Context: an optimization exercise on an open-source flow, tuned for small area. The choices shown serve that exercise and are no tape-out recipe. Only simulation tests tie the RTL to the original design; equivalence was not proved. Power is estimated from default activity; no workload was simulated.

Setup of job 101:
// int_div_top
module int_div_top (
	input  wire                clk,
	input  wire                rst_n_i,
	input  logic               req_i,
	input  logic               req_op_i,        
	input  logic [63:0]        req_dividend_i,
	input  logic [63:0]        req_divisor_i,
	output logic               ack_o,
	output logic [63:0]        rsp_quotient_o,
	output logic [63:0]        rsp_remainder_o,
	output logic               rsp_div_by_zero_o
);
==> flow/config.mk <==
export PLATFORM = sky130hd
export DESIGN_NAME = int_div_top
export DESIGN_NICKNAME = int_div_top
export VERILOG_FILES = /design/flow/design.v
export SDC_FILE = /design/flow/constraint.sdc
export NUM_CORES = 4
export LEC_CHECK = 0
export CAP_MARGIN = 20
export CORE_MARGIN = 2
export CORE_UTILIZATION = 60
export CTS_BUF_LIST = sky130_fd_sc_hd__clkbuf_8
export SLEW_MARGIN = 20
==> flow/constraint.sdc <==
create_clock -name core_clock -period 5.0 [get_ports {clk}]
set_input_delay 1.0000 -clock core_clock [delete_from_list [all_inputs] [get_ports {clk}]]
set_output_delay 1.0000 -clock core_clock [all_outputs]
set_load 0.01 [all_outputs]
standard.sh (not shown) runs the stock make flow with config.mk's settings and CLKGATE_MAP_FILE= SYNTH_SCRIPT=/design/flow/synth_recipe.tcl, a recipe that flattens the netlist after the stock synthesis.
==> flow/flow/run.sh <==
#!/bin/bash
# Standard ORFS layout (the standard.sh, standard synthesis), with two changes:
# port buffers use the smallest buffer cell, and CTS adds no dummy clock loads.
set -euo pipefail
export BUFFER_PORTS_ARGS="-buffer_cell sky130_fd_sc_hd__buf_1"
export CTS_ARGS="-sink_clustering_enable -repair_clock_nets -dont_use_dummy_load -buf_list sky130_fd_sc_hd__clkbuf_8"
bash standard.sh > standard.log 2>&1
Job 101 has completed all stages; timing, DRC and antenna checks passed.
> inputs changed (job 101 -> job 102)
Settings: CORE_UTILIZATION: 60 -> 40.
==> results.txt <==
Job 102 finished every step from synthesis to the final layout, and the layout passed the timing, design-rule and antenna checks. The multiplexer share of the synthesized area on job 102 is in line with that on job 101. Area growth from synthesis to layout was higher in job 102 than in job 101. In the metrics for job 101 and job 102, the one carrying the higher global-route usage is job 101. [compare] base=job 101 new=job 102: final design utilization shows a reduction of 24 points; slew at the pin closest to its max-slew limit climbed 0.089 ns.
#### Input delta (job 103 over job 102)
Settings: swapping sky130_fd_sc_hd__clkbuf_8 for sky130_fd_sc_hd__clkbuf_16 in CTS_BUF_LIST.
==> flow/flow/run.sh <==
#!/bin/bash
# Standard ORFS layout (the standard.sh, standard synthesis), with two changes:
# port buffers use the smallest buffer cell, and CTS adds no dummy clock loads.
set -euo pipefail
export BUFFER_PORTS_ARGS="-buffer_cell sky130_fd_sc_hd__buf_1"
export CTS_ARGS="-sink_clustering_enable -repair_clock_nets -dont_use_dummy_load -buf_list sky130_fd_sc_hd__clkbuf_16 -sink_clustering_size 40 -sink_clustering_max_diameter 150"
bash standard.sh > standard.log 2>&1
==> results.txt <==
- Job 103 vs. job 102: number of global-route vias before repair held; core utilization has increased; routed wirelength normalized by instance count now sits at about the same level; area growth from synthesis to final layout grew by 2.7 points; power saw an increase.
- Side by side, worst max-slew margin expressed relative to the limit turned out lower in job 103 than in job 102.
- Diff job 102..job 103 | share of synthesized flip-flops with an asynchronous set or reset | unchanged
- Diff job 102 and job 103: relative contribution of combinational cells to total power higher in job 102
- Per the comparison of job 103 with job 102, fill cell instance count of the final layout -26, design area +190 um2.

========
int_div_top again, from the RTL that the note above started with.
Settings: LEC_CHECK=0, CAP_MARGIN=20, CORE_MARGIN=2, CORE_UTILIZATION=40, CTS_BUF_LIST=sky130_fd_sc_hd__clkbuf_8, SLEW_MARGIN=20; clock period 5.0 ns.
==> flow/flow/run.sh <==
#!/bin/bash
# Standard ORFS layout (the standard.sh, standard synthesis), with two changes:
# port buffers use the smallest buffer cell, and CTS adds no dummy clock loads.
set -euo pipefail
export BUFFER_PORTS_ARGS="-buffer_cell sky130_fd_sc_hd__buf_1"
export CTS_ARGS="-sink_clustering_enable -repair_clock_nets -dont_use_dummy_load -buf_list sky130_fd_sc_hd__clkbuf_8 -sink_clustering_size 24 -sink_clustering_max_diameter 100"
bash standard.sh > standard.log 2>&1
Rerun with:
==> flow/flow/run.sh (replaced) <==
#!/bin/bash
# Standard ORFS layout (the standard.sh, standard synthesis), with two changes:
# port buffers use the smallest buffer cell, and CTS adds no dummy clock loads.
set -euo pipefail
export BUFFER_PORTS_ARGS="-buffer_cell sky130_fd_sc_hd__buf_1"
export CTS_ARGS="-sink_clustering_enable -repair_clock_nets -dont_use_dummy_load -buf_list sky130_fd_sc_hd__clkbuf_8"
bash standard.sh > standard.log 2>&1
--- a/flow/config.mk
+++ b/flow/config.mk
@@ -7,3 +7,3 @@
 export LEC_CHECK = 0
-export CAP_MARGIN = 20
+export CAP_MARGIN = 0
 export CORE_MARGIN = 2
@@ -11,2 +11,2 @@
 export CTS_BUF_LIST = sky130_fd_sc_hd__clkbuf_8
-export SLEW_MARGIN = 20
+export SLEW_MARGIN = 0
What happened: Wire length does not change; clock power stays flat; non-clock buffer count is unchanged; final cell count stays the same; combinational power stays flat; setup slack stays the same; global-route usage stays the same; fmax is unchanged; core utilization is unchanged.

-- static timing again, ports no longer ideal --
In the flow no input, the clock included, has a driving cell. The finished layouts below were timed again as built, in two steps. Step 1 sets driving cells, clkbuf_16 on the clock port and buf_2 on the other inputs (assumed; they add their load-dependent delay and slew). Step 2 also shifts input and output timing later by t, the mid clock arrival at the registers, as if the neighbouring blocks saw the same clock. Three values: ideal ports, drivers, drivers and shift; two values: the first two.
run	shift t [ns]	setup slack, ns	worst setup path after step 2
job 101	0.473	0.646 / 0.646 / 0.293	input to register
job 102	0.477	0.720 / 0.720 / 0.400	input to register
job 103	0.451	0.725 / 0.725 / 0.409	input to register
the first run of note 2	0.477	0.720 / 0.720 / 0.400	input to register
the second run of note 2	0.477	0.720 / 0.720 / 0.400	input to register
After both steps setup and hold are still met in every run listed. The setup slack of job 101, which loses most, moves by 0.000 ns with the drivers and by -0.353 ns with both steps.
